Source: an optimization exercise on an open RTL-to-GDS flow (aim: small area and few clock cycles). Production flows keep margins and buffers that such runs may drop.
Function was checked by simulation only, so behaviour that the tests miss may differ from the original.

==> flow/design.v, too long to show whole: its modules and the start of the top module <==
// module ptc_cordic_cell: 21 lines
// module ptc_xy_seg: 27 lines
// module ptc_qest: 293 lines
// module ptc_rem: 577 lines
// module ptc_mult: 1110 lines
// module ptc_fold: 55 lines
// module ptc_zchain: 43 lines
// module ptc_cordic_table: 74 lines
// module phase_to_complex_transmission: 236 lines
module phase_to_complex_transmission #(
   parameter int unsigned CORDIC_STAGES = 18
) (
   input  logic                                 clock,
   input  logic                                 reset,
   input  logic                                 req_valid,
   output logic                                 req_ready,
   input  logic signed [ptc_pkg::SAMPLE_W-1:0]  req_sample,
   input  logic                                 req_last,
   output logic                                 rsp_valid,
   input  logic                                 rsp_ready,
   output logic signed [ptc_pkg::OUT_W-1:0]     rsp_real,
   output logic signed [ptc_pkg::OUT_W-1:0]     rsp_imag,
   output logic                                 rsp_last,
   input  logic                                 csr_valid,
   output logic                                 csr_ready,
   input  logic [ptc_pkg::CSR_INDEX_W-1:0]      csr_index,
   input  logic [ptc_pkg::CSR_DATA_W-1:0]       csr_wdata
);
  // ...
==> flow/run.sh <==
#!/bin/bash
# synth_recipe.tcl (not shown) runs the flow's synth.tcl, then flattens the netlist and writes it again
# the make line also repeats each setting of config.mk as NAME=value (left out here)
make -C /OpenROAD-flow-scripts/flow DESIGN_CONFIG=/design/flow/config.mk WORK_HOME=/design/flow/orfs CLKGATE_MAP_FILE= SYNTH_SCRIPT=/design/flow/synth_recipe.tcl finish
==> flow/config.mk <==
export PLATFORM = sky130hd
export DESIGN_NAME = phase_to_complex_transmission
export DESIGN_NICKNAME = phase_to_complex_transmission
export VERILOG_FILES = /design/flow/design.v
export SDC_FILE = /design/flow/constraint.sdc
export NUM_CORES = 4
export LEC_CHECK = 0
export ABC_AREA = 1
export CAP_MARGIN = 20
export CORE_MARGIN = 2
export CORE_UTILIZATION = 40
export PLACE_DENSITY = 0.6
export SLEW_MARGIN = 20
==> flow/constraint.sdc <==
create_clock -name core_clock -period 12.0 [get_ports {clock}]
set_input_delay 2.4000 -clock core_clock [delete_from_list [all_inputs] [get_ports {clock}]]
set_output_delay 2.4000 -clock core_clock [all_outputs]
set_load 0.01 [all_outputs]
==> notes.md, run 1 <==
Synthesis:
- Counting flops and latches in the post-synthesis netlist gives roughly 550.
- The biggest area consumer among synthesized cells is sky130_fd_sc_hd__ha_1.
- The count of distinct cell types in the synthesized netlist is 90.
- Among all flip-flop cells after synthesis, the most frequent one is sky130_fd_sc_hd__edfxtp_1.

Critical path:
- The cell type of the slowest stage on the worst timing path is sky130_fd_sc_hd__edfxtp_1.
- The critical path is of the reg2reg type.

Finish:
- The non-clock buffer instance count of the final layout is between 200 and 300.
- The register with the most flip-flops in the layout has 56 of them.
- The largest registers in the layout are s1_p (56), out_ff (44), s2_r (41).
- The footprint of the multi-input gates is 85400 sq um.
- The layout clock buffer count is slightly below 90.
- In the final layout, flip-flops and latches take up between 10% and 20% of the cell area.

GRT:
- The number of global-route vias before repair came to 103000.
- In the global route stage, met2 resource usage came out at between 40 and 50%.

Min path:
- The destination of the worst hold path is s5_l.
- The hold path startpoint is s4_l.

Timing:
- The count of final max-slew check failures is 0.
- After layout, the worst setup slack is 1.02 ns.

Clocking:
- CTS built an H-tree with a depth of 3.
- Post-CTS timing repair inserted 0 buffers for setup.

Outcome:
- The flow ran to the end and the layout has no timing, DRC or antenna violations.

Detailed routing:
- The detailed-routed wire length on met3 is 23400 microns.
- The routed length on met1 is between 150000 and 200000 microns.

Place:
- OpenSTA, run right after detailed placement, puts the worst setup slack at 0.956 ns.
Testbench counts, summed over its fixed seeds: cycles 8,064.
==> module ptc_cordic_cell, before the edit <==
module ptc_cordic_cell #(
   parameter int unsigned STAGE = 0
) (
   input  logic               dir,
   input  logic               hold,
   input  logic signed [31:0] x_i,
   input  logic signed [31:0] y_i,
   output logic signed [31:0] x_o,
   output logic signed [31:0] y_o
);
   logic signed [31:0] dx, dy;
   logic [32:0]        tx, ty;
   always_comb begin
      dx = y_i >>> STAGE;
      dy = x_i >>> STAGE;
      tx = {x_i, 1'b1} + {dx ^ {32{dir}}, dir};
      ty = {y_i, 1'b1} + {(dy ^ {32{!dir}}) & {32{!hold}}, !dir && !hold};
      x_o = tx[32:1];
      y_o = ty[32:1];
   end
endmodule
==> module ptc_qest, before the edit <==
module ptc_qest (
   input  logic [17:0] ph,
   output logic [17:0] q
);
   logic [17:0] ph_u;
   logic [34:0] acc;
   assign ph_u = ph ^ 18'h20000;
   logic qt_s1, qt_c2;
   assign qt_s1 = ~ph_u[16] ^ ph_u[14];
   assign qt_c2 = ~ph_u[16] & ph_u[14];
   logic qt_s3, qt_c4;
   assign qt_s3 = ~ph_u[17] ^ ph_u[15] ^ ~ph_u[13];
   assign qt_c4 = (~ph_u[17] & ph_u[15]) | (~ph_u[17] & ~ph_u[13]) | (ph_u[15] & ~ph_u[13]);
   logic qt_s5, qt_c6;
   assign qt_s5 = ~ph_u[8] ^ ph_u[6];
   assign qt_c6 = ~ph_u[8] & ph_u[6];
   logic qt_s7, qt_c8;
   assign qt_s7 = ph_u[16] ^ ~ph_u[14] ^ ~ph_u[9];
   assign qt_c8 = (ph_u[16] & ~ph_u[14]) | (ph_u[16] & ~ph_u[9]) | (~ph_u[14] & ~ph_u[9]);
   logic qt_s9, qt_c10;
   assign qt_s9 = ph_u[7] ^ ph_u[4];
   assign qt_c10 = ph_u[7] & ph_u[4];
   logic qt_s11, qt_c12;
   assign qt_s11 = ph_u[17] ^ ~ph_u[15] ^ ~ph_u[10];
   assign qt_c12 = (ph_u[17] & ~ph_u[15]) | (ph_u[17] & ~ph_u[10]) | (~ph_u[15] & ~ph_u[10]);
   logic qt_s13, qt_c14;
   assign qt_s13 = ~ph_u[16] ^ ~ph_u[11];
   assign qt_c14 = ~ph_u[16] & ~ph_u[11];
   logic qt_s15, qt_c16;
   assign qt_s15 = ~ph_u[9] ^ ph_u[7];
   assign qt_c16 = ~ph_u[9] & ph_u[7];
   logic qt_s17, qt_c18;
   assign qt_s17 = ~ph_u[10] ^ ph_u[8];
   assign qt_c18 = ~ph_u[10] & ph_u[8];
   logic qt_s19, qt_c20;
   assign qt_s19 = ~ph_u[11] ^ ph_u[9] ^ ~ph_u[7];
   assign qt_c20 = (~ph_u[11] & ph_u[9]) | (~ph_u[11] & ~ph_u[7]) | (ph_u[9] & ~ph_u[7]);
   logic qt_s21, qt_c22;
   assign qt_s21 = ~ph_u[12] ^ ph_u[10] ^ ~ph_u[8];
   assign qt_c22 = (~ph_u[12] & ph_u[10]) | (~ph_u[12] & ~ph_u[8]) | (ph_u[10] & ~ph_u[8]);
   logic qt_s23, qt_c24;
   assign qt_s23 = ~ph_u[13] ^ ph_u[11] ^ ~ph_u[9];
   assign qt_c24 = (~ph_u[13] & ph_u[11]) | (~ph_u[13] & ~ph_u[9]) | (ph_u[11] & ~ph_u[9]);
   logic qt_s25, qt_c26;
   assign qt_s25 = ~ph_u[14] ^ ph_u[12] ^ ~ph_u[10];
   assign qt_c26 = (~ph_u[14] & ph_u[12]) | (~ph_u[14] & ~ph_u[10]) | (ph_u[12] & ~ph_u[10]);
   logic qt_s27, qt_c28;
   assign qt_s27 = ~ph_u[5] ^ ph_u[3];
   assign qt_c28 = ~ph_u[5] & ph_u[3];
   logic qt_s29, qt_c30;
   assign qt_s29 = ~ph_u[15] ^ ph_u[13] ^ ~ph_u[11];
   assign qt_c30 = (~ph_u[15] & ph_u[13]) | (~ph_u[15] & ~ph_u[11]) | (ph_u[13] & ~ph_u[11]);
   logic qt_s31, qt_c32;
   assign qt_s31 = ~ph_u[6] ^ ph_u[4] ^ ph_u[1];
   assign qt_c32 = (~ph_u[6] & ph_u[4]) | (~ph_u[6] & ph_u[1]) | (ph_u[4] & ph_u[1]);
   logic qt_s33, qt_c34;
   assign qt_s33 = ~ph_u[12] ^ ~ph_u[7] ^ ph_u[5];
   assign qt_c34 = (~ph_u[12] & ~ph_u[7]) | (~ph_u[12] & ph_u[5]) | (~ph_u[7] & ph_u[5]);
   logic qt_s35, qt_c36;
   assign qt_s35 = ph_u[2] ^ ph_u[0] ^ qt_s1;
   assign qt_c36 = (ph_u[2] & ph_u[0]) | (ph_u[2] & qt_s1) | (ph_u[0] & qt_s1);
   logic qt_s37, qt_c38;
   assign qt_s37 = ph_u[3] ^ ph_u[1] ^ 1'b1;
   assign qt_c38 = (ph_u[3] & ph_u[1]) | (ph_u[3] & 1'b1) | (ph_u[1] & 1'b1);
   logic qt_s39, qt_c40;
   assign qt_s39 = qt_c2 ^ qt_s3 ^ qt_s5;
   assign qt_c40 = (qt_c2 & qt_s3) | (qt_c2 & qt_s5) | (qt_s3 & qt_s5);
   logic qt_s41, qt_c42;
   assign qt_s41 = ph_u[2] ^ 1'b1 ^ qt_c4;
   assign qt_c42 = (ph_u[2] & 1'b1) | (ph_u[2] & qt_c4) | (1'b1 & qt_c4);
   logic qt_s43, qt_c44;
   assign qt_s43 = qt_c6 ^ qt_s7 ^ qt_s9;
   assign qt_c44 = (qt_c6 & qt_s7) | (qt_c6 & qt_s9) | (qt_s7 & qt_s9);
   logic qt_s45, qt_c46;
   assign qt_s45 = ph_u[8] ^ ph_u[5] ^ ph_u[3];
   assign qt_c46 = (ph_u[8] & ph_u[5]) | (ph_u[8] & ph_u[3]) | (ph_u[5] & ph_u[3]);
   logic qt_s47, qt_c48;
   assign qt_s47 = qt_c8 ^ qt_c10 ^ qt_s11;
   assign qt_c48 = (qt_c8 & qt_c10) | (qt_c8 & qt_s11) | (qt_c10 & qt_s11);
   logic qt_s49, qt_c50;
   assign qt_s49 = ph_u[9] ^ ph_u[6] ^ ph_u[4];
   assign qt_c50 = (ph_u[9] & ph_u[6]) | (ph_u[9] & ph_u[4]) | (ph_u[6] & ph_u[4]);
   logic qt_s51, qt_c52;
   assign qt_s51 = 1'b1 ^ qt_c12 ^ qt_s13;
   assign qt_c52 = (1'b1 & qt_c12) | (1'b1 & qt_s13) | (qt_c12 & qt_s13);
   logic qt_s53, qt_c54;
   assign qt_s53 = ~ph_u[17] ^ ~ph_u[12] ^ ph_u[10];
   assign qt_c54 = (~ph_u[17] & ~ph_u[12]) | (~ph_u[17] & ph_u[10]) | (~ph_u[12] & ph_u[10]);
   logic qt_s55, qt_c56;
   assign qt_s55 = ph_u[7] ^ ph_u[5] ^ qt_c14;
   assign qt_c56 = (ph_u[7] & ph_u[5]) | (ph_u[7] & qt_c14) | (ph_u[5] & qt_c14);
   logic qt_s57, qt_c58;
   assign qt_s57 = ~ph_u[13] ^ ph_u[11] ^ ph_u[8];
   assign qt_c58 = (~ph_u[13] & ph_u[11]) | (~ph_u[13] & ph_u[8]) | (ph_u[11] & ph_u[8]);
   logic qt_s59, qt_c60;
   assign qt_s59 = ph_u[6] ^ 1'b1;
   assign qt_c60 = ph_u[6] & 1'b1;
   logic qt_s61, qt_c62;
   assign qt_s61 = ~ph_u[14] ^ ph_u[12] ^ ph_u[9];
   assign qt_c62 = (~ph_u[14] & ph_u[12]) | (~ph_u[14] & ph_u[9]) | (ph_u[12] & ph_u[9]);
   logic qt_s63, qt_c64;
   assign qt_s63 = ph_u[7] ^ 1'b1;
   assign qt_c64 = ph_u[7] & 1'b1;
   logic qt_s65, qt_c66;
   assign qt_s65 = ~ph_u[15] ^ ph_u[13] ^ ph_u[10];
   assign qt_c66 = (~ph_u[15] & ph_u[13]) | (~ph_u[15] & ph_u[10]) | (ph_u[13] & ph_u[10]);
   logic qt_s67, qt_c68;
   assign qt_s67 = ph_u[8] ^ 1'b1;
   assign qt_c68 = ph_u[8] & 1'b1;
   logic qt_s69, qt_c70;
   assign qt_s69 = ~ph_u[16] ^ ph_u[14] ^ ph_u[11];
   assign qt_c70 = (~ph_u[16] & ph_u[14]) | (~ph_u[16] & ph_u[11]) | (ph_u[14] & ph_u[11]);
   logic qt_s71, qt_c72;
   assign qt_s71 = ph_u[9] ^ 1'b1;
   assign qt_c72 = ph_u[9] & 1'b1;
   logic qt_s73, qt_c74;
   assign qt_s73 = ~ph_u[17] ^ ph_u[15] ^ ph_u[12];
   assign qt_c74 = (~ph_u[17] & ph_u[15]) | (~ph_u[17] & ph_u[12]) | (ph_u[15] & ph_u[12]);
   logic qt_s75, qt_c76;
   assign qt_s75 = ph_u[16] ^ ph_u[13];
   assign qt_c76 = ph_u[16] & ph_u[13];
   logic qt_s77, qt_c78;
   assign qt_s77 = ~ph_u[4] ^ ph_u[2];
   assign qt_c78 = ~ph_u[4] & ph_u[2];
   logic qt_s79, qt_c80;
   assign qt_s79 = ~ph_u[5] ^ ph_u[3];
   assign qt_c80 = ~ph_u[5] & ph_u[3];
   logic qt_s81, qt_c82;
   assign qt_s81 = ~ph_u[6] ^ ph_u[4];
   assign qt_c82 = ~ph_u[6] & ph_u[4];
   logic qt_s83, qt_c84;
   assign qt_s83 = ~ph_u[7] ^ ph_u[5];
   assign qt_c84 = ~ph_u[7] & ph_u[5];
   logic qt_s85, qt_c86;
   assign qt_s85 = ~ph_u[8] ^ ph_u[6];
   assign qt_c86 = ~ph_u[8] & ph_u[6];
   logic qt_s87, qt_c88;
   assign qt_s87 = ~ph_u[5] ^ ~ph_u[0] ^ 1'b1;
   assign qt_c88 = (~ph_u[5] & ~ph_u[0]) | (~ph_u[5] & 1'b1) | (~ph_u[0] & 1'b1);
   logic qt_s89, qt_c90;
   assign qt_s89 = ~ph_u[6] ^ ~ph_u[1] ^ qt_c16;
   assign qt_c90 = (~ph_u[6] & ~ph_u[1]) | (~ph_u[6] & qt_c16) | (~ph_u[1] & qt_c16);
   logic qt_s91, qt_c92;
   assign qt_s91 = ~ph_u[2] ^ ph_u[0] ^ qt_c18;
   assign qt_c92 = (~ph_u[2] & ph_u[0]) | (~ph_u[2] & qt_c18) | (ph_u[0] & qt_c18);
   logic qt_s93, qt_c94;
   assign qt_s93 = ~ph_u[3] ^ ph_u[1] ^ qt_c20;
   assign qt_c94 = (~ph_u[3] & ph_u[1]) | (~ph_u[3] & qt_c20) | (ph_u[1] & qt_c20);
   logic qt_s95, qt_c96;
   assign qt_s95 = ~ph_u[4] ^ ph_u[2] ^ qt_c22;
   assign qt_c96 = (~ph_u[4] & ph_u[2]) | (~ph_u[4] & qt_c22) | (ph_u[2] & qt_c22);
   logic qt_s97, qt_c98;
   assign qt_s97 = ph_u[0] ^ qt_c24 ^ qt_s25;
   assign qt_c98 = (ph_u[0] & qt_c24) | (ph_u[0] & qt_s25) | (qt_c24 & qt_s25);
   logic qt_s99, qt_c100;
   assign qt_s99 = qt_c26 ^ qt_c28 ^ qt_s29;
   assign qt_c100 = (qt_c26 & qt_c28) | (qt_c26 & qt_s29) | (qt_c28 & qt_s29);
   logic qt_s101, qt_c102;
   assign qt_s101 = qt_c30 ^ qt_c32 ^ qt_s33;
   assign qt_c102 = (qt_c30 & qt_c32) | (qt_c30 & qt_s33) | (qt_c32 & qt_s33);
   logic qt_s103, qt_c104;
   assign qt_s103 = qt_c34 ^ qt_c36 ^ qt_s37;
   assign qt_c104 = (qt_c34 & qt_c36) | (qt_c34 & qt_s37) | (qt_c36 & qt_s37);
   logic qt_s105, qt_c106;
   assign qt_s105 = qt_c38 ^ qt_c40 ^ qt_s41;
   assign qt_c106 = (qt_c38 & qt_c40) | (qt_c38 & qt_s41) | (qt_c40 & qt_s41);
   logic qt_s107, qt_c108;
   assign qt_s107 = qt_c42 ^ qt_c44 ^ qt_s45;
   assign qt_c108 = (qt_c42 & qt_c44) | (qt_c42 & qt_s45) | (qt_c44 & qt_s45);
   logic qt_s109, qt_c110;
   assign qt_s109 = qt_c46 ^ qt_c48 ^ qt_s49;
   assign qt_c110 = (qt_c46 & qt_c48) | (qt_c46 & qt_s49) | (qt_c48 & qt_s49);
   logic qt_s111, qt_c112;
   assign qt_s111 = qt_c50 ^ qt_c52 ^ qt_s53;
   assign qt_c112 = (qt_c50 & qt_c52) | (qt_c50 & qt_s53) | (qt_c52 & qt_s53);
   logic qt_s113, qt_c114;
   assign qt_s113 = qt_c54 ^ qt_c56 ^ qt_s57;
   assign qt_c114 = (qt_c54 & qt_c56) | (qt_c54 & qt_s57) | (qt_c56 & qt_s57);
   logic qt_s115, qt_c116;
   assign qt_s115 = qt_c58 ^ qt_c60 ^ qt_s61;
   assign qt_c116 = (qt_c58 & qt_c60) | (qt_c58 & qt_s61) | (qt_c60 & qt_s61);
   logic qt_s117, qt_c118;
   assign qt_s117 = qt_c62 ^ qt_c64 ^ qt_s65;
   assign qt_c118 = (qt_c62 & qt_c64) | (qt_c62 & qt_s65) | (qt_c64 & qt_s65);
   logic qt_s119, qt_c120;
   assign qt_s119 = qt_c66 ^ qt_c68 ^ qt_s69;
   assign qt_c120 = (qt_c66 & qt_c68) | (qt_c66 & qt_s69) | (qt_c68 & qt_s69);
   logic qt_s121, qt_c122;
   assign qt_s121 = ph_u[10] ^ qt_c70 ^ qt_c72;
   assign qt_c122 = (ph_u[10] & qt_c70) | (ph_u[10] & qt_c72) | (qt_c70 & qt_c72);
   logic qt_s123, qt_c124;
   assign qt_s123 = ph_u[11] ^ 1'b1 ^ qt_c74;
   assign qt_c124 = (ph_u[11] & 1'b1) | (ph_u[11] & qt_c74) | (1'b1 & qt_c74);
   logic qt_s125, qt_c126;
   assign qt_s125 = ph_u[17] ^ ph_u[14] ^ ph_u[12];
   assign qt_c126 = (ph_u[17] & ph_u[14]) | (ph_u[17] & ph_u[12]) | (ph_u[14] & ph_u[12]);
   logic qt_s127, qt_c128;
   assign qt_s127 = ph_u[15] ^ ph_u[13];
   assign qt_c128 = ph_u[15] & ph_u[13];
   logic qt_s129, qt_c130;
   assign qt_s129 = ph_u[16] ^ ph_u[14];
   assign qt_c130 = ph_u[16] & ph_u[14];
   logic qt_s131, qt_c132;
   assign qt_s131 = ~ph_u[0] ^ 1'b1;
   assign qt_c132 = ~ph_u[0] & 1'b1;
   logic qt_s133, qt_c134;
   assign qt_s133 = ~ph_u[1] ^ qt_c78 ^ qt_s79;
   assign qt_c134 = (~ph_u[1] & qt_c78) | (~ph_u[1] & qt_s79) | (qt_c78 & qt_s79);
   logic qt_s135, qt_c136;
   assign qt_s135 = ~ph_u[2] ^ qt_c80 ^ qt_s81;
   assign qt_c136 = (~ph_u[2] & qt_c80) | (~ph_u[2] & qt_s81) | (qt_c80 & qt_s81);
   logic qt_s137, qt_c138;
   assign qt_s137 = ~ph_u[3] ^ qt_c82 ^ qt_s83;
   assign qt_c138 = (~ph_u[3] & qt_c82) | (~ph_u[3] & qt_s83) | (qt_c82 & qt_s83);
   logic qt_s139, qt_c140;
   assign qt_s139 = ~ph_u[4] ^ qt_c84 ^ qt_s85;
   assign qt_c140 = (~ph_u[4] & qt_c84) | (~ph_u[4] & qt_s85) | (qt_c84 & qt_s85);
   logic qt_s141, qt_c142;
   assign qt_s141 = qt_s15 ^ qt_c86 ^ qt_s87;
   assign qt_c142 = (qt_s15 & qt_c86) | (qt_s15 & qt_s87) | (qt_c86 & qt_s87);
   logic qt_s143, qt_c144;
   assign qt_s143 = qt_s17 ^ qt_c88 ^ qt_s89;
   assign qt_c144 = (qt_s17 & qt_c88) | (qt_s17 & qt_s89) | (qt_c88 & qt_s89);
   logic qt_s145, qt_c146;
   assign qt_s145 = qt_s19 ^ qt_c90 ^ qt_s91;
   assign qt_c146 = (qt_s19 & qt_c90) | (qt_s19 & qt_s91) | (qt_c90 & qt_s91);
   logic qt_s147, qt_c148;
   assign qt_s147 = qt_s21 ^ qt_c92 ^ qt_s93;
   assign qt_c148 = (qt_s21 & qt_c92) | (qt_s21 & qt_s93) | (qt_c92 & qt_s93);
   logic qt_s149, qt_c150;
   assign qt_s149 = qt_s23 ^ qt_c94 ^ qt_s95;
   assign qt_c150 = (qt_s23 & qt_c94) | (qt_s23 & qt_s95) | (qt_c94 & qt_s95);
   logic qt_s151, qt_c152;
   assign qt_s151 = qt_s27 ^ qt_c96 ^ qt_s97;
   assign qt_c152 = (qt_s27 & qt_c96) | (qt_s27 & qt_s97) | (qt_c96 & qt_s97);
   logic qt_s153, qt_c154;
   assign qt_s153 = qt_s31 ^ qt_c98 ^ qt_s99;
   assign qt_c154 = (qt_s31 & qt_c98) | (qt_s31 & qt_s99) | (qt_c98 & qt_s99);
   logic qt_s155, qt_c156;
   assign qt_s155 = qt_s35 ^ qt_c100 ^ qt_s101;
   assign qt_c156 = (qt_s35 & qt_c100) | (qt_s35 & qt_s101) | (qt_c100 & qt_s101);
   logic qt_s157, qt_c158;
   assign qt_s157 = qt_s39 ^ qt_c102 ^ qt_s103;
   assign qt_c158 = (qt_s39 & qt_c102) | (qt_s39 & qt_s103) | (qt_c102 & qt_s103);
   logic qt_s159, qt_c160;
   assign qt_s159 = qt_s43 ^ qt_c104 ^ qt_s105;
   assign qt_c160 = (qt_s43 & qt_c104) | (qt_s43 & qt_s105) | (qt_c104 & qt_s105);
   logic qt_s161, qt_c162;
   assign qt_s161 = qt_s47 ^ qt_c106 ^ qt_s107;
   assign qt_c162 = (qt_s47 & qt_c106) | (qt_s47 & qt_s107) | (qt_c106 & qt_s107);
   logic qt_s163, qt_c164;
   assign qt_s163 = qt_s51 ^ qt_c108 ^ qt_s109;
   assign qt_c164 = (qt_s51 & qt_c108) | (qt_s51 & qt_s109) | (qt_c108 & qt_s109);
   logic qt_s165, qt_c166;
   assign qt_s165 = qt_s55 ^ qt_c110 ^ qt_s111;
   assign qt_c166 = (qt_s55 & qt_c110) | (qt_s55 & qt_s111) | (qt_c110 & qt_s111);
   logic qt_s167, qt_c168;
   assign qt_s167 = qt_s59 ^ qt_c112 ^ qt_s113;
   assign qt_c168 = (qt_s59 & qt_c112) | (qt_s59 & qt_s113) | (qt_c112 & qt_s113);
   logic qt_s169, qt_c170;
   assign qt_s169 = qt_s63 ^ qt_c114 ^ qt_s115;
   assign qt_c170 = (qt_s63 & qt_c114) | (qt_s63 & qt_s115) | (qt_c114 & qt_s115);
   logic qt_s171, qt_c172;
   assign qt_s171 = qt_s67 ^ qt_c116 ^ qt_s117;
   assign qt_c172 = (qt_s67 & qt_c116) | (qt_s67 & qt_s117) | (qt_c116 & qt_s117);
   logic qt_s173, qt_c174;
   assign qt_s173 = qt_s71 ^ qt_c118 ^ qt_s119;
   assign qt_c174 = (qt_s71 & qt_c118) | (qt_s71 & qt_s119) | (qt_c118 & qt_s119);
   logic qt_s175, qt_c176;
   assign qt_s175 = qt_s73 ^ qt_c120 ^ qt_s121;
   assign qt_c176 = (qt_s73 & qt_c120) | (qt_s73 & qt_s121) | (qt_c120 & qt_s121);
   logic qt_s177, qt_c178;
   assign qt_s177 = qt_s75 ^ qt_c122 ^ qt_s123;
   assign qt_c178 = (qt_s75 & qt_c122) | (qt_s75 & qt_s123) | (qt_c122 & qt_s123);
   logic qt_s179, qt_c180;
   assign qt_s179 = qt_c76 ^ qt_c124 ^ qt_s125;
   assign qt_c180 = (qt_c76 & qt_c124) | (qt_c76 & qt_s125) | (qt_c124 & qt_s125);
   logic qt_s181, qt_c182;
   assign qt_s181 = 1'b1 ^ qt_c126 ^ qt_s127;
   assign qt_c182 = (1'b1 & qt_c126) | (1'b1 & qt_s127) | (qt_c126 & qt_s127);
   logic qt_s183, qt_c184;
   assign qt_s183 = 1'b1 ^ qt_c128 ^ qt_s129;
   assign qt_c184 = (1'b1 & qt_c128) | (1'b1 & qt_s129) | (qt_c128 & qt_s129);
   logic qt_s185, qt_c186;
   assign qt_s185 = ph_u[17] ^ ph_u[15] ^ qt_c130;
   assign qt_c186 = (ph_u[17] & ph_u[15]) | (ph_u[17] & qt_c130) | (ph_u[15] & qt_c130);
   logic qt_s187, qt_c188;
   assign qt_s187 = ph_u[16] ^ 1'b1;
   assign qt_c188 = ph_u[16] & 1'b1;
   assign acc = {1'b1, ph_u[17], qt_c186, qt_c184, qt_c182, qt_c180, qt_c178, qt_c176, qt_c174, qt_c172, qt_c170, qt_c168, qt_c166, qt_c164, qt_c162, qt_c160, qt_c158, qt_c156, qt_c154, qt_c152, qt_c150, qt_c148, qt_c146, qt_c144, qt_c142, qt_c140, qt_c138, qt_c136, qt_c134, qt_c132, qt_s77, ~ph_u[3], ~ph_u[2], ~ph_u[1], ~ph_u[0]}
              + {1'b0, qt_c188, qt_s187, qt_s185, qt_s183, qt_s181, qt_s179, qt_s177, qt_s175, qt_s173, qt_s171, qt_s169, qt_s167, qt_s165, qt_s163, qt_s161, qt_s159, qt_s157, qt_s155, qt_s153, qt_s151, qt_s149, qt_s147, qt_s145, qt_s143, qt_s141, qt_s139, qt_s137, qt_s135, qt_s133, qt_s131, ph_u[1], ph_u[0], 1'b0, 1'b1};
   assign q = acc[34:17];
endmodule
==> module ptc_fold, before the edit <==
module ptc_fold (
   input  logic [40:0] r,
   output logic [31:0] z1,
   output logic        dir0,
   output logic        neg
);
   logic [40:0] ru;
   logic        kp, km, j0, j1, g1, g2, ci;
   logic [31:0] c;
   assign ru = {!r[40], r[39:0]};    
   assign kp = r[40];                 
   assign km = !(ru < 41'd1531288834321);    
   always_comb begin
      if (kp) begin
         j0 = ru < 41'd775678722863;
         j1 = ru < 41'd991567326127;
         g1 = !(ru < 41'd883623024495);
         g2 = !(ru < 41'd1099511627759);
      end else if (km) begin
         j0 = ru < 41'd1639233135953;
         j1 = ru < 41'd1855121739217;
         g1 = !(ru < 41'd1747177437585);
         g2 = !(ru < 41'd1963066040849);
      end else begin
         j0 = ru < 41'd1207455929408;
         j1 = ru < 41'd1423344532672;
         g1 = !(ru < 41'd1315400231040);
         g2 = !(ru < 41'd1531288834304);
      end
      dir0 = j0 || (j1 && g1) || (!j1 && g2);
      neg  = !j0 && j1;
      case ({kp, km, j0, j1, dir0})
         5'b10111: c = 32'h5fdbbe9b;
         5'b10010: c = 32'hfb53d14b;
         5'b10011: c = 32'h96cbe3f9;
         5'b10000: c = 32'h3243f6a9;
         5'b10001: c = 32'hcdbc0957;
         5'b01111: c = 32'h3b9c5412;
         5'b01010: c = 32'hd71466c2;
         5'b01011: c = 32'h728c7970;
         5'b01000: c = 32'h0e048c20;
         5'b01001: c = 32'ha97c9ece;
         5'b00111: c = 32'hcdbc0957;
         5'b00010: c = 32'h69341c07;
         5'b00011: c = 32'h04ac2eb5;
         5'b00000: c = 32'ha0244165;
         5'b00001: c = 32'h3b9c5413;
         default: c = 32'h00000000;
      endcase
      ci = kp ? (r[5:0] >= 6'd47) : km ? !(r[5:0] < 6'd17) : 1'b0;
   end
   logic [32:0] t;
   assign t  = {r[37:6], 1'b1} + {c, ci};
   assign z1 = t[32:1];
endmodule
==> module ptc_zchain, before the edit <==
module ptc_zchain #(
   parameter int unsigned FIRST = 0,
   parameter int unsigned LAST  = 4
) (
   input  logic [31:0]        z_i,       
   output logic [31:0]        z_o,       
   output logic [17:0]        dir_o      
);
   function automatic logic [31:0] atan_q30(input int unsigned i);
      case (i)
         0: atan_q30 = 32'd843314857;
         1: atan_q30 = 32'd497837829;
         2: atan_q30 = 32'd263043837;
         3: atan_q30 = 32'd133525159;
         4: atan_q30 = 32'd67021687;
         5: atan_q30 = 32'd33543516;
         6: atan_q30 = 32'd16775851;
         7: atan_q30 = 32'd8388437;
         8: atan_q30 = 32'd4194283;
         default: atan_q30 = 32'd2097149;
      endcase
   endfunction
   logic [LAST+1:FIRST][31:0] z;
   assign z[FIRST] = z_i;
   for (genvar i = FIRST; i <= LAST; i++) begin : g_step
      localparam int unsigned W = 32 - i;
      localparam logic [W-1:0] AT = W'(atan_q30(i));
      logic [W-1:0] zc;
      logic         d;
      logic [W:0]   t;
      assign zc = z[i][W-1:0];
      assign d  = !zc[W-1];
      assign t  = {zc, 1'b1} + {AT ^ {W{d}}, d};
      assign dir_o[i] = d;
      assign z[i+1] = {{(32-W){1'b0}}, t[W:1]};
   end
   for (genvar j = 0; j < 18; j++) begin : g_zero
      if (j < FIRST || j > LAST) begin : g_z
         assign dir_o[j] = 1'b0;
      end
   end
   assign z_o = z[LAST+1];
endmodule
==> module phase_to_complex_transmission, before the edit <==
module phase_to_complex_transmission #(
   parameter int unsigned CORDIC_STAGES = 18
) (
   input  logic                                 clock,
   input  logic                                 reset,
   input  logic                                 req_valid,
   output logic                                 req_ready,
   input  logic signed [ptc_pkg::SAMPLE_W-1:0]  req_sample,
   input  logic                                 req_last,
   output logic                                 rsp_valid,
   input  logic                                 rsp_ready,
   output logic signed [ptc_pkg::OUT_W-1:0]     rsp_real,
   output logic signed [ptc_pkg::OUT_W-1:0]     rsp_imag,
   output logic                                 rsp_last,
   input  logic                                 csr_valid,
   output logic                                 csr_ready,
   input  logic [ptc_pkg::CSR_INDEX_W-1:0]      csr_index,
   input  logic [ptc_pkg::CSR_DATA_W-1:0]       csr_wdata
);
   function automatic logic signed [23:0] sat_out(input logic signed [55:0] v);
      if (v > 56'sd8388607) begin
         sat_out = 24'sh7FFFFF;
      end else if (v < -56'sd8388608) begin
         sat_out = 24'sh800000;
      end else begin
         sat_out = v[23:0];
      end
   endfunction
   logic [SCALE_W-1:0] phase_scale_ff;
   logic               weak_mode_ff;
   logic               advance;
   logic               accept;
   logic               out_valid;
   assign csr_ready = 1'b1;
   always_ff @(posedge clock) begin
      if (reset) begin
         phase_scale_ff <= PHASE_SCALE_RESET;
         weak_mode_ff   <= 1'b0;
      end else if (csr_valid) begin
         case (csr_index)
            CSR_PHASE_SCALE: phase_scale_ff <= csr_wdata;
            CSR_WEAK_MODE:   weak_mode_ff   <= csr_wdata[0];
            default: ;
         endcase
      end
   end
   assign advance   = !out_valid || rsp_ready;
   assign req_ready = advance;
   assign accept    = req_valid && advance;
   logic [PROD_W-1:0]        prod;
   logic signed [PROD_W-1:0] s1_p;
   logic                     s1_v, s1_l, s1_w;
   ptc_mult u_mult (
      .s (req_sample),
      .c (phase_scale_ff),
      .p (prod)
   );
   logic [17:0]              q2;
   logic [40:0]              r2;
   logic signed [PROD_W-1:0] w_sum, w_shift;
   logic signed [23:0]       weak2;
   logic [40:0]              s2_r;
   logic                     s2_v, s2_l, s2_w;
   ptc_qest u_qest (
      .ph (s1_p[PROD_W-1:38]),
      .q  (q2)
   );
   ptc_rem u_rem (
      .p  (s1_p[40:0]),
      .q  (q2),
      .r  (r2)
   );
   always_comb begin
      w_sum   = s1_p + 56'sd524288;
      w_shift = w_sum >>> 20;
      weak2   = sat_out(w_shift);
   end
   logic [31:0]              z1, z3;
   logic                     dir0, neg3;
   logic [17:0]              dir_a;
   logic [31:0]              s3_z;
   logic [2:0]               s3_dir;
   logic                     s3_neg;
   logic                     s3_v, s3_l, s3_w;
   ptc_fold u_fold (
      .r    (s2_r),
      .z1   (z1),
      .dir0 (dir0),
      .neg  (neg3)
   );
   ptc_zchain #(.FIRST(1), .LAST(2)) u_z0 (
      .z_i   (z1),
      .z_o   (z3),
      .dir_o (dir_a)
   );
   logic [31:0]              z6;
   logic [17:0]              dir_b;
   logic [31:0]              s4_z;
   logic [5:0]               s4_dir;
   logic                     s4_neg;
   logic                     s4_v, s4_l, s4_w;
   ptc_zchain #(.FIRST(3), .LAST(5)) u_z1 (
      .z_i   (s3_z),
      .z_o   (z6),
      .dir_o (dir_b)
   );
   logic [31:0]              z9;
   logic [17:0]              dir_c, dir5;
   logic signed [31:0]       tx6, ty6, x6, y6, x9, y9;
   logic signed [31:0]       s5_x, s5_y;
   logic [31:0]              s5_z;
   logic                     s5_neg;
   logic                     s5_v, s5_l, s5_w;
   ptc_zchain #(.FIRST(6), .LAST(8)) u_z2 (
      .z_i   (s4_z),
      .z_o   (z9),
      .dir_o (dir_c)
   );
   assign dir5 = dir_c | {12'd0, s4_dir};
   ptc_cordic_table u_table (
      .sig (s4_dir),
      .x   (tx6),
      .y   (ty6)
   );
   assign x6 = s4_w ? {{8{s4_z[23]}}, s4_z[23:0]} : tx6;
   assign y6 = s4_w ? 32'sd0 : ty6;
   ptc_xy_seg #(.FIRST(6), .LAST(8)) u_seg1 (
      .dir (dir5), .hold (s4_w), .x_i (x6), .y_i (y6), .x_o (x9), .y_o (y9));
   logic [31:0]              z10;
   logic [17:0]              dir_d, dir6;
   logic signed [31:0]       x12, y12;
   logic signed [31:0]       s6_x, s6_y;
   logic [17:0]              s6_dir;
   logic                     s6_neg;
   logic                     s6_v, s6_l, s6_w;
   ptc_zchain #(.FIRST(9), .LAST(9)) u_z3 (
      .z_i   (s5_z),
      .z_o   (z10),
      .dir_o (dir_d)
   );
   always_comb begin
      dir6 = dir_d;
      dir6[10] = !z10[21];
      for (int k = 11; k < 18; k++) dir6[k] = z10[31-k];
   end
   ptc_xy_seg #(.FIRST(9), .LAST(11)) u_seg2 (
      .dir (dir6), .hold (s5_w), .x_i (s5_x), .y_i (s5_y), .x_o (x12), .y_o (y12));
   logic signed [31:0]       x15, y15;
   logic signed [31:0]       s7_x, s7_y;
   logic [17:0]              s7_dir;
   logic                     s7_neg;
   logic                     s7_v, s7_l, s7_w;
   ptc_xy_seg #(.FIRST(12), .LAST(14)) u_seg3 (
      .dir (s6_dir), .hold (s6_w), .x_i (s6_x), .y_i (s6_y), .x_o (x15), .y_o (y15));
   logic signed [31:0]       xs18, ys18;
   logic [ANGLE_W:0]         c_t, s_t;
   logic signed [OUT_W-1:0]  fmt_re, fmt_im;
   logic [2*OUT_W:0]         out_ff;
   ptc_xy_seg #(.FIRST(15), .LAST(17)) u_seg4 (
      .dir (s7_dir), .hold (s7_w), .x_i (s7_x), .y_i (s7_y), .x_o (xs18), .y_o (ys18));
   always_comb begin
      c_t = ({xs18[31], xs18} ^ {33{s7_neg}}) + {19'd0, 1'b1, 12'd0, s7_neg};
      s_t = ({ys18[31], ys18} ^ {33{s7_neg}}) + {19'd0, 1'b1, 12'd0, s7_neg};
      if (s7_w) begin
         fmt_re = ONE_Q16;
         fmt_im = xs18[23:0];
      end else begin
         fmt_re = {{5{c_t[32]}}, c_t[32:14]};
         fmt_im = {{5{s_t[32]}}, s_t[32:14]};
      end
   end
   always_ff @(posedge clock) begin
      if (reset) begin
         s1_v <= 1'b0;
         s2_v <= 1'b0;
         s3_v <= 1'b0;
         s4_v <= 1'b0;
         s5_v <= 1'b0;
         s6_v <= 1'b0;
         s7_v <= 1'b0;
         out_valid <= 1'b0;
      end else if (advance) begin
         s1_v <= accept;
         s2_v <= s1_v;
         s3_v <= s2_v;
         s4_v <= s3_v;
         s5_v <= s4_v;
         s6_v <= s5_v;
         s7_v <= s6_v;
         out_valid <= s7_v;
      end
   end
   always_ff @(posedge clock) begin
      if (advance) begin
         s1_p    <= prod;
         s1_l    <= req_last;
         s1_w    <= weak_mode_ff;
         s2_r    <= s1_w ? {17'd0, weak2} : r2;
         s2_l    <= s1_l;
         s2_w    <= s1_w;
         s3_z    <= s2_w ? {8'd0, s2_r[23:0]} : z3;
         s3_dir  <= {dir_a[2:1], dir0};
         s3_neg  <= neg3;
         s3_l    <= s2_l;
         s3_w    <= s2_w;
         s4_z    <= s3_w ? {8'd0, s3_z[23:0]} : z6;
         s4_dir  <= dir_b[5:0] | {3'd0, s3_dir};
         s4_neg  <= s3_neg;
         s4_l    <= s3_l;
         s4_w    <= s3_w;
         s5_x    <= x9;
         s5_y    <= y9;
         s5_z    <= z9;
         s5_neg  <= s4_neg;
         s5_l    <= s4_l;
         s5_w    <= s4_w;
         s6_x    <= x12;
         s6_y    <= y12;
         s6_dir  <= dir6;
         s6_neg  <= s5_neg;
         s6_l    <= s5_l;
         s6_w    <= s5_w;
         s7_x    <= x15;
         s7_y    <= y15;
         s7_dir  <= s6_dir;
         s7_neg  <= s6_neg;
         s7_l    <= s6_l;
         s7_w    <= s6_w;
         out_ff  <= {fmt_re, fmt_im, s7_l};
      end
   end
   assign rsp_valid = out_valid;
   assign rsp_real  = out_ff[2*OUT_W:OUT_W+1];
   assign rsp_imag  = out_ff[OUT_W:1];
   assign rsp_last  = out_ff[0];
endmodule
==> run 2, diff against run 1 <==
--- a/flow/design.v
+++ b/flow/design.v
@@ -34,13 +34,10 @@
 );
    logic signed [31:0] dx, dy;
-   logic [32:0]        tx, ty;
    always_comb begin
       dx = y_i >>> STAGE;
       dy = x_i >>> STAGE;
-      tx = {x_i, 1'b1} + {dx ^ {32{dir}}, dir};
-      ty = {y_i, 1'b1} + {(dy ^ {32{!dir}}) & {32{!hold}}, !dir && !hold};
-      x_o = tx[32:1];
-      y_o = ty[32:1];
    end
+   ptc_adds #(.W(32)) ax (.a(x_i), .b(dx ^ {32{dir}}), .ci(dir), .s(x_o));
+   ptc_adds #(.W(32)) ay (.a(y_i), .b((dy ^ {32{!dir}}) & {32{!hold}}), .ci(!dir && !hold), .s(y_o));
 endmodule
 module ptc_xy_seg #(
@@ -71,4 +68,47 @@
    assign y_o = ys[LAST+1];
 endmodule
+module ptc_adds #(
+   parameter int unsigned W = 32
+) (
+   input  logic [W-1:0] a,
+   input  logic [W-1:0] b,
+   input  logic         ci,
+   output logic [W-1:0] s
+);
+   function automatic int unsigned levels(input int unsigned n);
+      levels = 0;
+      for (int i = 0; i < 8; i++) begin
+         if ((1 << i) < n) levels = i + 1;
+      end
+   endfunction
+   localparam int unsigned L = levels(W);
+   logic [W-1:0] p, g;
+   logic [W-1:0] G [0:L];
+   logic [W-1:0] P [0:L];
+   assign p = a ^ b;
+   assign g = a & b;
+   always_comb begin
+      G[0] = g;
+      P[0] = p;
+      G[0][0] = g[0] | (p[0] & ci);
+      for (int l = 1; l <= L; l++) begin
+         G[l] = G[l-1];
+         P[l] = P[l-1];
+         for (int i = 0; i < W; i++) begin
+            if ((i >> (l-1)) % 2 == 1) begin
+               int j;
+               j = ((i >> (l-1)) << (l-1)) - 1;
+               G[l][i] = G[l-1][i] | (P[l-1][i] & G[l-1][j]);
+               P[l][i] = P[l-1][i] & P[l-1][j];
+            end
+         end
+      end
+   end
+   if (W > 1) begin : g_s
+      assign s = p ^ {G[L][W-2:0], ci};
+   end else begin : g_s1
+      assign s = p ^ ci;
+   end
+endmodule
 module ptc_qest (
    input  logic [17:0] ph,
@@ -360,6 +400,7 @@
    assign qt_s187 = ph_u[16] ^ 1'b1;
    assign qt_c188 = ph_u[16] & 1'b1;
-   assign acc = {1'b1, ph_u[17], qt_c186, qt_c184, qt_c182, qt_c180, qt_c178, qt_c176, qt_c174, qt_c172, qt_c170, qt_c168, qt_c166, qt_c164, qt_c162, qt_c160, qt_c158, qt_c156, qt_c154, qt_c152, qt_c150, qt_c148, qt_c146, qt_c144, qt_c142, qt_c140, qt_c138, qt_c136, qt_c134, qt_c132, qt_s77, ~ph_u[3], ~ph_u[2], ~ph_u[1], ~ph_u[0]}
-              + {1'b0, qt_c188, qt_s187, qt_s185, qt_s183, qt_s181, qt_s179, qt_s177, qt_s175, qt_s173, qt_s171, qt_s169, qt_s167, qt_s165, qt_s163, qt_s161, qt_s159, qt_s157, qt_s155, qt_s153, qt_s151, qt_s149, qt_s147, qt_s145, qt_s143, qt_s141, qt_s139, qt_s137, qt_s135, qt_s133, qt_s131, ph_u[1], ph_u[0], 1'b0, 1'b1};
+   ptc_adds #(.W(35)) u_add (.a({1'b1, ph_u[17], qt_c186, qt_c184, qt_c182, qt_c180, qt_c178, qt_c176, qt_c174, qt_c172, qt_c170, qt_c168, qt_c166, qt_c164, qt_c162, qt_c160, qt_c158, qt_c156, qt_c154, qt_c152, qt_c150, qt_c148, qt_c146, qt_c144, qt_c142, qt_c140, qt_c138, qt_c136, qt_c134, qt_c132, qt_s77, ~ph_u[3], ~ph_u[2], ~ph_u[1], ~ph_u[0]}),
+      .b({1'b0, qt_c188, qt_s187, qt_s185, qt_s183, qt_s181, qt_s179, qt_s177, qt_s175, qt_s173, qt_s171, qt_s169, qt_s167, qt_s165, qt_s163, qt_s161, qt_s159, qt_s157, qt_s155, qt_s153, qt_s151, qt_s149, qt_s147, qt_s145, qt_s143, qt_s141, qt_s139, qt_s137, qt_s135, qt_s133, qt_s131, ph_u[1], ph_u[0], 1'b0, 1'b1}),
+      .ci(1'b0), .s(acc));
    assign q = acc[34:17];
 endmodule
@@ -938,6 +979,7 @@
    assign rt_s377 = rt_s221 ^ rt_c294 ^ rt_s295;
    assign rt_c378 = (rt_s221 & rt_c294) | (rt_s221 & rt_s295) | (rt_c294 & rt_s295);
-   assign r = {rt_c376, rt_c374, rt_c372, rt_c370, rt_c368, rt_c366, rt_c364, rt_c362, rt_c360, rt_c358, rt_c356, rt_c354, rt_c352, rt_c350, rt_c348, rt_c346, rt_c344, rt_c342, rt_c340, rt_c338, rt_c336, rt_c334, rt_c332, rt_c330, rt_c328, rt_c326, rt_c324, rt_c322, rt_c320, rt_c318, rt_c316, rt_c314, rt_c312, rt_c310, rt_c308, rt_c306, rt_c304, rt_c302, rt_c300, rt_c298, 1'b1}
-            + {rt_s377, rt_s375, rt_s373, rt_s371, rt_s369, rt_s367, rt_s365, rt_s363, rt_s361, rt_s359, rt_s357, rt_s355, rt_s353, rt_s351, rt_s349, rt_s347, rt_s345, rt_s343, rt_s341, rt_s339, rt_s337, rt_s335, rt_s333, rt_s331, rt_s329, rt_s327, rt_s325, rt_s323, rt_s321, rt_s319, rt_s317, rt_s315, rt_s313, rt_s311, rt_s309, rt_s307, rt_s305, rt_s303, rt_s301, rt_s299, rt_s297};
+   ptc_adds #(.W(41)) u_add (.a({rt_c376, rt_c374, rt_c372, rt_c370, rt_c368, rt_c366, rt_c364, rt_c362, rt_c360, rt_c358, rt_c356, rt_c354, rt_c352, rt_c350, rt_c348, rt_c346, rt_c344, rt_c342, rt_c340, rt_c338, rt_c336, rt_c334, rt_c332, rt_c330, rt_c328, rt_c326, rt_c324, rt_c322, rt_c320, rt_c318, rt_c316, rt_c314, rt_c312, rt_c310, rt_c308, rt_c306, rt_c304, rt_c302, rt_c300, rt_c298, 1'b1}),
+      .b({rt_s377, rt_s375, rt_s373, rt_s371, rt_s369, rt_s367, rt_s365, rt_s363, rt_s361, rt_s359, rt_s357, rt_s355, rt_s353, rt_s351, rt_s349, rt_s347, rt_s345, rt_s343, rt_s341, rt_s339, rt_s337, rt_s335, rt_s333, rt_s331, rt_s329, rt_s327, rt_s325, rt_s323, rt_s321, rt_s319, rt_s317, rt_s315, rt_s313, rt_s311, rt_s309, rt_s307, rt_s305, rt_s303, rt_s301, rt_s299, rt_s297}),
+      .ci(1'b0), .s(r));
 endmodule
 module ptc_mult (
@@ -2048,61 +2090,53 @@
    assign mt_s725 = pp[11][32] ^ 1'b1;
    assign mt_c726 = pp[11][32] & 1'b1;
-   assign p = {pp[11][33], mt_c724, mt_c722, mt_c720, mt_c718, mt_c716, mt_c714, mt_c712, mt_c710, mt_c708, mt_c706, mt_c704, mt_c702, mt_c700, mt_c698, mt_c696, mt_c694, mt_c692, mt_c690, mt_c688, mt_c686, mt_c684, mt_c682, mt_c680, mt_c678, mt_c676, mt_c674, mt_c672, mt_c670, mt_c668, mt_c666, mt_c664, mt_c662, mt_c660, mt_c658, mt_c656, mt_c654, mt_c652, mt_c650, mt_c648, mt_c646, mt_c644, mt_c642, mt_c640, mt_c638, mt_c636, mt_c634, mt_c632, mt_c630, mt_c628, mt_c626, mt_c624, mt_c622, neg[1], pp[0][1], pp[0][0]}
-            + {mt_c726, mt_s725, mt_s723, mt_s721, mt_s719, mt_s717, mt_s715, mt_s713, mt_s711, mt_s709, mt_s707, mt_s705, mt_s703, mt_s701, mt_s699, mt_s697, mt_s695, mt_s693, mt_s691, mt_s689, mt_s687, mt_s685, mt_s683, mt_s681, mt_s679, mt_s677, mt_s675, mt_s673, mt_s671, mt_s669, mt_s667, mt_s665, mt_s663, mt_s661, mt_s659, mt_s657, mt_s655, mt_s653, mt_s651, mt_s649, mt_s647, mt_s645, mt_s643, mt_s641, mt_s639, mt_s637, mt_s635, mt_s633, mt_s631, mt_s629, mt_s627, mt_s625, mt_s623, mt_s621, 1'b0, neg[0]};
+   ptc_adds #(.W(56)) u_add (.a({pp[11][33], mt_c724, mt_c722, mt_c720, mt_c718, mt_c716, mt_c714, mt_c712, mt_c710, mt_c708, mt_c706, mt_c704, mt_c702, mt_c700, mt_c698, mt_c696, mt_c694, mt_c692, mt_c690, mt_c688, mt_c686, mt_c684, mt_c682, mt_c680, mt_c678, mt_c676, mt_c674, mt_c672, mt_c670, mt_c668, mt_c666, mt_c664, mt_c662, mt_c660, mt_c658, mt_c656, mt_c654, mt_c652, mt_c650, mt_c648, mt_c646, mt_c644, mt_c642, mt_c640, mt_c638, mt_c636, mt_c634, mt_c632, mt_c630, mt_c628, mt_c626, mt_c624, mt_c622, neg[1], pp[0][1], pp[0][0]}),
+      .b({mt_c726, mt_s725, mt_s723, mt_s721, mt_s719, mt_s717, mt_s715, mt_s713, mt_s711, mt_s709, mt_s707, mt_s705, mt_s703, mt_s701, mt_s699, mt_s697, mt_s695, mt_s693, mt_s691, mt_s689, mt_s687, mt_s685, mt_s683, mt_s681, mt_s679, mt_s677, mt_s675, mt_s673, mt_s671, mt_s669, mt_s667, mt_s665, mt_s663, mt_s661, mt_s659, mt_s657, mt_s655, mt_s653, mt_s651, mt_s649, mt_s647, mt_s645, mt_s643, mt_s641, mt_s639, mt_s637, mt_s635, mt_s633, mt_s631, mt_s629, mt_s627, mt_s625, mt_s623, mt_s621, 1'b0, neg[0]}),
+      .ci(1'b0), .s(p));
 endmodule
 module ptc_fold (
-   input  logic [40:0] r,
-   output logic [31:0] z1,
-   output logic        dir0,
-   output logic        neg
+   input  logic [40:0]        r,
+   output logic [31:0]        z,
+   output logic               neg
 );
+   localparam logic [40:0] U_T       = 41'd1531288834321;            
+   localparam logic [40:0] U_LO_J0   = 41'd775678722863;    
+   localparam logic [40:0] U_LO_J1   = 41'd991567326127;    
+   localparam logic [40:0] U_MID_J0  = 41'd1207455929408;    
+   localparam logic [40:0] U_MID_J1  = 41'd1423344532672;    
+   localparam logic [40:0] U_HI_J0   = 41'd1639233135953;    
+   localparam logic [40:0] U_HI_J1   = 41'd1855121739217;    
    logic [40:0] ru;
-   logic        kp, km, j0, j1, g1, g2, ci;
+   logic        kp, km, j0, j1, e_p, e_m;
    logic [31:0] c;
-   assign ru = {!r[40], r[39:0]};    
-   assign kp = r[40];                 
-   assign km = !(ru < 41'd1531288834321);    
    always_comb begin
+      ru  = {!r[40], r[39:0]};
+      kp  = r[40];                     
+      km  = !(ru < U_T);               
       if (kp) begin
-         j0 = ru < 41'd775678722863;
-         j1 = ru < 41'd991567326127;
-         g1 = !(ru < 41'd883623024495);
-         g2 = !(ru < 41'd1099511627759);
+         j0 = ru < U_LO_J0;
+         j1 = ru < U_LO_J1;
       end else if (km) begin
-         j0 = ru < 41'd1639233135953;
-         j1 = ru < 41'd1855121739217;
-         g1 = !(ru < 41'd1747177437585);
-         g2 = !(ru < 41'd1963066040849);
+         j0 = ru < U_HI_J0;
+         j1 = ru < U_HI_J1;
       end else begin
-         j0 = ru < 41'd1207455929408;
-         j1 = ru < 41'd1423344532672;
-         g1 = !(ru < 41'd1315400231040);
-         g2 = !(ru < 41'd1531288834304);
+         j0 = ru < U_MID_J0;
+         j1 = ru < U_MID_J1;
       end
-      dir0 = j0 || (j1 && g1) || (!j1 && g2);
-      neg  = !j0 && j1;
-      case ({kp, km, j0, j1, dir0})
-         5'b10111: c = 32'h5fdbbe9b;
-         5'b10010: c = 32'hfb53d14b;
-         5'b10011: c = 32'h96cbe3f9;
-         5'b10000: c = 32'h3243f6a9;
-         5'b10001: c = 32'hcdbc0957;
-         5'b01111: c = 32'h3b9c5412;
-         5'b01010: c = 32'hd71466c2;
-         5'b01011: c = 32'h728c7970;
-         5'b01000: c = 32'h0e048c20;
-         5'b01001: c = 32'ha97c9ece;
-         5'b00111: c = 32'hcdbc0957;
-         5'b00010: c = 32'h69341c07;
-         5'b00011: c = 32'h04ac2eb5;
-         5'b00000: c = 32'ha0244165;
-         5'b00001: c = 32'h3b9c5413;
-         default: c = 32'h00000000;
+      e_p = r[5:0] >= 6'd47;
+      e_m = r[5:0] < 6'd17;
+      case ({kp, km, j0, j1})
+         4'b1011: c = 32'h921fb544 + {31'd0, e_p};
+         4'b1001: c = 32'hc90fdaa2 + {31'd0, e_p};
+         4'b1000: c = {31'd0, e_p};
+         4'b0011: c = 32'h00000000;
+         4'b0001: c = 32'h36f0255e;
+         4'b0000: c = 32'h6de04abc;
+         4'b0111: c = 32'h6de04abc - {31'd0, e_m};
+         4'b0101: c = 32'ha4d0701a - {31'd0, e_m};
+         default: c = 32'hdbc09578 - {31'd0, e_m};
       endcase
-      ci = kp ? (r[5:0] >= 6'd47) : km ? !(r[5:0] < 6'd17) : 1'b0;
+      neg = !j0 && j1;
    end
-   logic [32:0] t;
-   assign t  = {r[37:6], 1'b1} + {c, ci};
-   assign z1 = t[32:1];
+   ptc_adds #(.W(32)) u_add (.a(r[37:6]), .b(c), .ci(1'b0), .s(z));
 endmodule
 module ptc_zchain #(
@@ -2135,10 +2169,10 @@
       logic [W-1:0] zc;
       logic         d;
-      logic [W:0]   t;
+      logic [W-1:0] zn;
       assign zc = z[i][W-1:0];
       assign d  = !zc[W-1];
-      assign t  = {zc, 1'b1} + {AT ^ {W{d}}, d};
+      ptc_adds #(.W(W)) u_add (.a(zc), .b(AT ^ {W{d}}), .ci(d), .s(zn));
       assign dir_o[i] = d;
-      assign z[i+1] = {{(32-W){1'b0}}, t[W:1]};
+      assign z[i+1] = {{(32-W){1'b0}}, zn};
    end
    for (genvar j = 0; j < 18; j++) begin : g_zero
@@ -2301,63 +2335,51 @@
       weak2   = sat_out(w_shift);
    end
-   logic [31:0]              z1, z3;
-   logic                     dir0, neg3;
+   logic [31:0]              z0, z2;
+   logic                     neg3;
    logic [17:0]              dir_a;
    logic [31:0]              s3_z;
-   logic [2:0]               s3_dir;
+   logic [1:0]               s3_dir;
    logic                     s3_neg;
    logic                     s3_v, s3_l, s3_w;
    ptc_fold u_fold (
-      .r    (s2_r),
-      .z1   (z1),
-      .dir0 (dir0),
-      .neg  (neg3)
+      .r   (s2_r),
+      .z   (z0),
+      .neg (neg3)
    );
-   ptc_zchain #(.FIRST(1), .LAST(2)) u_z0 (
-      .z_i   (z1),
-      .z_o   (z3),
+   ptc_zchain #(.FIRST(0), .LAST(1)) u_z0 (
+      .z_i   (z0),
+      .z_o   (z2),
       .dir_o (dir_a)
    );
-   logic [31:0]              z6;
+   logic [31:0]              z5;
    logic [17:0]              dir_b;
    logic [31:0]              s4_z;
-   logic [5:0]               s4_dir;
+   logic [4:0]               s4_dir;
    logic                     s4_neg;
    logic                     s4_v, s4_l, s4_w;
-   ptc_zchain #(.FIRST(3), .LAST(5)) u_z1 (
+   ptc_zchain #(.FIRST(2), .LAST(4)) u_z1 (
       .z_i   (s3_z),
-      .z_o   (z6),
+      .z_o   (z5),
       .dir_o (dir_b)
    );
-   logic [31:0]              z9;
-   logic [17:0]              dir_c, dir5;
-   logic signed [31:0]       tx6, ty6, x6, y6, x9, y9;
-   logic signed [31:0]       s5_x, s5_y;
+   logic [31:0]              z8;
+   logic [17:0]              dir_c;
    logic [31:0]              s5_z;
+   logic [7:0]               s5_dir;
    logic                     s5_neg;
    logic                     s5_v, s5_l, s5_w;
-   ptc_zchain #(.FIRST(6), .LAST(8)) u_z2 (
+   ptc_zchain #(.FIRST(5), .LAST(7)) u_z2 (
       .z_i   (s4_z),
-      .z_o   (z9),
+      .z_o   (z8),
       .dir_o (dir_c)
    );
-   assign dir5 = dir_c | {12'd0, s4_dir};
-   ptc_cordic_table u_table (
-      .sig (s4_dir),
-      .x   (tx6),
-      .y   (ty6)
-   );
-   assign x6 = s4_w ? {{8{s4_z[23]}}, s4_z[23:0]} : tx6;
-   assign y6 = s4_w ? 32'sd0 : ty6;
-   ptc_xy_seg #(.FIRST(6), .LAST(8)) u_seg1 (
-      .dir (dir5), .hold (s4_w), .x_i (x6), .y_i (y6), .x_o (x9), .y_o (y9));
    logic [31:0]              z10;
    logic [17:0]              dir_d, dir6;
-   logic signed [31:0]       x12, y12;
+   logic signed [31:0]       tx6, ty6, x6, y6, x9, y9;
    logic signed [31:0]       s6_x, s6_y;
    logic [17:0]              s6_dir;
    logic                     s6_neg;
    logic                     s6_v, s6_l, s6_w;
-   ptc_zchain #(.FIRST(9), .LAST(9)) u_z3 (
+   ptc_zchain #(.FIRST(8), .LAST(9)) u_z3 (
       .z_i   (s5_z),
       .z_o   (z10),
@@ -2365,17 +2387,26 @@
    );
    always_comb begin
-      dir6 = dir_d;
+      dir6 = dir_d | {10'd0, s5_dir};
       dir6[10] = !z10[21];
       for (int k = 11; k < 18; k++) dir6[k] = z10[31-k];
    end
+   ptc_cordic_table u_table (
+      .sig (s5_dir[5:0]),
+      .x   (tx6),
+      .y   (ty6)
+   );
+   assign x6 = s5_w ? {{8{s5_z[23]}}, s5_z[23:0]} : tx6;
+   assign y6 = s5_w ? 32'sd0 : ty6;
+   ptc_xy_seg #(.FIRST(6), .LAST(8)) u_seg1 (
+      .dir (dir6), .hold (s5_w), .x_i (x6), .y_i (y6), .x_o (x9), .y_o (y9));
+   logic signed [31:0]       x12, y12, x15, y15;
+   logic signed [31:0]       s7_x, s7_y, s8_x, s8_y;
+   logic [17:0]              s7_dir, s8_dir;
+   logic                     s7_neg, s8_neg;
+   logic                     s7_v, s7_l, s7_w, s8_v, s8_l, s8_w;
    ptc_xy_seg #(.FIRST(9), .LAST(11)) u_seg2 (
-      .dir (dir6), .hold (s5_w), .x_i (s5_x), .y_i (s5_y), .x_o (x12), .y_o (y12));
-   logic signed [31:0]       x15, y15;
-   logic signed [31:0]       s7_x, s7_y;
-   logic [17:0]              s7_dir;
-   logic                     s7_neg;
-   logic                     s7_v, s7_l, s7_w;
+      .dir (s6_dir), .hold (s6_w), .x_i (s6_x), .y_i (s6_y), .x_o (x12), .y_o (y12));
    ptc_xy_seg #(.FIRST(12), .LAST(14)) u_seg3 (
-      .dir (s6_dir), .hold (s6_w), .x_i (s6_x), .y_i (s6_y), .x_o (x15), .y_o (y15));
+      .dir (s7_dir), .hold (s7_w), .x_i (s7_x), .y_i (s7_y), .x_o (x15), .y_o (y15));
    logic signed [31:0]       xs18, ys18;
    logic [ANGLE_W:0]         c_t, s_t;
@@ -2383,9 +2414,9 @@
    logic [2*OUT_W:0]         out_ff;
    ptc_xy_seg #(.FIRST(15), .LAST(17)) u_seg4 (
-      .dir (s7_dir), .hold (s7_w), .x_i (s7_x), .y_i (s7_y), .x_o (xs18), .y_o (ys18));
+      .dir (s8_dir), .hold (s8_w), .x_i (s8_x), .y_i (s8_y), .x_o (xs18), .y_o (ys18));
    always_comb begin
-      c_t = ({xs18[31], xs18} ^ {33{s7_neg}}) + {19'd0, 1'b1, 12'd0, s7_neg};
-      s_t = ({ys18[31], ys18} ^ {33{s7_neg}}) + {19'd0, 1'b1, 12'd0, s7_neg};
-      if (s7_w) begin
+      c_t = ({xs18[31], xs18} ^ {33{s8_neg}}) + {19'd0, 1'b1, 12'd0, s8_neg};
+      s_t = ({ys18[31], ys18} ^ {33{s8_neg}}) + {19'd0, 1'b1, 12'd0, s8_neg};
+      if (s8_w) begin
          fmt_re = ONE_Q16;
          fmt_im = xs18[23:0];
@@ -2404,4 +2435,5 @@
          s6_v <= 1'b0;
          s7_v <= 1'b0;
+         s8_v <= 1'b0;
          out_valid <= 1'b0;
       end else if (advance) begin
@@ -2413,5 +2445,6 @@
          s6_v <= s5_v;
          s7_v <= s6_v;
-         out_valid <= s7_v;
+         s8_v <= s7_v;
+         out_valid <= s8_v;
       end
    end
@@ -2424,33 +2457,38 @@
          s2_l    <= s1_l;
          s2_w    <= s1_w;
-         s3_z    <= s2_w ? {8'd0, s2_r[23:0]} : z3;
-         s3_dir  <= {dir_a[2:1], dir0};
+         s3_z    <= s2_w ? {8'd0, s2_r[23:0]} : z2;
+         s3_dir  <= dir_a[1:0];
          s3_neg  <= neg3;
          s3_l    <= s2_l;
          s3_w    <= s2_w;
-         s4_z    <= s3_w ? {8'd0, s3_z[23:0]} : z6;
-         s4_dir  <= dir_b[5:0] | {3'd0, s3_dir};
+         s4_z    <= s3_w ? {8'd0, s3_z[23:0]} : z5;
+         s4_dir  <= dir_b[4:0] | {3'd0, s3_dir};
          s4_neg  <= s3_neg;
          s4_l    <= s3_l;
          s4_w    <= s3_w;
-         s5_x    <= x9;
-         s5_y    <= y9;
-         s5_z    <= z9;
+         s5_z    <= s4_w ? {8'd0, s4_z[23:0]} : z8;
+         s5_dir  <= dir_c[7:0] | {3'd0, s4_dir};
          s5_neg  <= s4_neg;
          s5_l    <= s4_l;
          s5_w    <= s4_w;
-         s6_x    <= x12;
-         s6_y    <= y12;
+         s6_x    <= x9;
+         s6_y    <= y9;
          s6_dir  <= dir6;
          s6_neg  <= s5_neg;
          s6_l    <= s5_l;
          s6_w    <= s5_w;
-         s7_x    <= x15;
-         s7_y    <= y15;
+         s7_x    <= x12;
+         s7_y    <= y12;
          s7_dir  <= s6_dir;
          s7_neg  <= s6_neg;
          s7_l    <= s6_l;
          s7_w    <= s6_w;
-         out_ff  <= {fmt_re, fmt_im, s7_l};
+         s8_x    <= x15;
+         s8_y    <= y15;
+         s8_dir  <= s7_dir;
+         s8_neg  <= s7_neg;
+         s8_l    <= s7_l;
+         s8_w    <= s7_w;
+         out_ff  <= {fmt_re, fmt_im, s8_l};
       end
    end
==> run 2 against run 1 <==
Net effect: sequential share of layout area increased by 1.8 points; clock skew fell by 0.016 ns; worst hold slack worse by 0.00056 ns; setup slack gained 0.35 ns; non-clock buffer count decreased by 24; synthesized cell count is 14% lower; first-iteration DRC count is 25% lower; highest routed layer unchanged.
==> notes.md, run 2 <==
Outcome:
- Status: complete, no violations (unchanged).

Finish:
- The net count reported at finish came to 15400 (was 17400).
- The signed area change from the synthesized netlist to the final layout is 7.52% (was 7.15%).
- The most flop-heavy register is s1_p (unchanged).
- Largest registers: s1_p (56), out_ff (44), s2_r (41) (unchanged).
- The flip-flop count of the largest register, all copies and words added is 56 (unchanged).

Synthesis:
- The register bit total from synthesis was 573 (was 551).
- The synthesized net count was 15400 (was 17500).
- The most common flop cell mapped by yosys is sky130_fd_sc_hd__edfxtp_1 (unchanged).
- The most common cell in the netlist is sky130_fd_sc_hd__inv_1 (was sky130_fd_sc_hd__nand2_1).
- The count of distinct cell types in the synthesized netlist is 82 (was 90).
- The biggest area consumer among synthesized cells is sky130_fd_sc_hd__ha_1 (unchanged).

Clocking:
- The post-CTS setup buffer count came to 0 (unchanged).
- The H-tree level count is 3 (unchanged).
- The number of CTS-inserted buffers is 77 (was 73).

Detailed routing:
- The routed length on met1 was 138000 microns (was 170000 microns).
- The number of iterations in the first detailed-routing pass is 10 (was 6).
- The detailed-routed wire length on met3 is 18500 microns (was 23400 microns).
- The via density per instance is 5.20 (was 5.55).
- The uppermost signal routing layer after detailed routing is met5 (unchanged).

GRT:
- The number of global-route vias before repair is 84100 (was 103000).
- The largest net degree at the start of global routing came to 92 (was 141).

Critical path:
- The cell type of the slowest stage on the worst timing path is sky130_fd_sc_hd__edfxtp_1 (unchanged).
- The most common cell type on the critical path is sky130_fd_sc_hd__nand2_1 (unchanged).
- The type of the worst setup path is reg2reg (unchanged).
- The signal arrival time at the worst endpoint is 11.09 ns (was 11.42 ns).
- The element type at the critical path end is a flop (unchanged).

Timing:
- The count of final max-slew check failures is 0 (unchanged).
- The count of final setup violators came to 0 (unchanged).
- The setup skew after layout is 0.0536 ns (was 0.0694 ns).

Flow run:
- The count of max-cap constraint violations is 0 (unchanged).

Floorplanning:
- The chip width was 505 microns (was 530 microns).
## run 2: logic make-up after synthesis
| group | after synthesis | share of synthesized area [%] |
|---|---|---|
| compound gates | 2475 | 14.0 |
| xor+xnor | 1439 | 12.6 |
| fa+ha+maj | 1929 | 29.2 |
| buf+inv | 2856 | 10.8 |
| flops | 573 | 16.1 |
| mux | 6 | 0.0622 |
| other cells | 1 | 0.00373 |
| simple gates | 4139 | 17.2 |
## run 2: path summary, 6_finish.rpt
check	start	to	depth (start not counted)
setup / recovery	s2_r[36]	s3_z[19]	63
setup reg to reg	s2_r[36]	s3_z[19]	63
hold / removal	s7_dir[15]	s8_dir[15]	0
hold reg to reg	s7_dir[15]	s8_dir[15]	0
## run 2: cell type report
| cell class | instances | area (sq um) | area share [%] |
|---|---|---|---|
| Antenna cell | 8 | 20.0 | 0.0185 |
| Clock buffer | 90 | 2010 | 1.86 |
| Clock inverter | 51 | 581 | 0.537 |
| Inverter | 2457 | 9270 | 8.57 |
| Multi-Input combinational cell | 9989 | 73600 | 68.1 |
| Sequential cell | 573 | 16200 | 15.0 |
| Tap cell | 3348 | 4190 | 3.87 |
| Timing Repair Buffer | 255 | 2250 | 2.09 |
## run 2: through the flow
stage	area, sq um	setup slack, ns
floorplan	101000	0.293
global placement	105000	1.48
detailed placement	105000	1.39
CTS	108000	1.36
global route	108000	0.0451
finish	108000	1.37
## run 2: critical path: cells and delay by family, from the launching register on
kind,cells,cell delay [ns]
compound gates,17,3.02
flops,1,0.55
buf+inv,10,1.60
fa+ha+maj,3,1.22
simple gates,33,3.92
## run 2: per-layer routing
metal	global-route usage, %	vias to the layer above
met5	0	-
li1	-	43600
met3	3.23	601
met2	40.3	2651
met4	9.34	4
met1	31.5	40300
Testbench counts of run 2, summed over its fixed seeds: cycles 8,072.

-- port drivers added, routing unchanged --
Ports are ideal in the flow. The routed layouts listed here were re-timed in OpenROAD. Step 1: set_driving_cell puts a clkbuf_16 on clock and a buf_2 on each other input, an assumption about the parent block. Step 2 also shifts input and output timing later by t, the mid clock arrival at the registers, as if the neighbouring blocks saw the same clock. Slacks: no drivers / after step 1 / after step 2; pairs: no drivers / after step 1.
| run | t, ns | slack for setup (ns) | hold WS [ns] | clock arrival spread, ns | worst data-port slew with drivers (ns) |
|---|---|---|---|---|---|
| run 1 | 0.779 | 1.021 / 1.021 / 1.021 | 0.416 / 0.416 / 0.416 | 0.071 / 0.071 | 0.06 |
| run 2 | 0.791 | 1.369 / 1.369 / 1.369 | 0.416 / 0.416 / 0.416 | 0.054 / 0.054 | 0.08 |
After both steps every run listed still meets setup and hold.
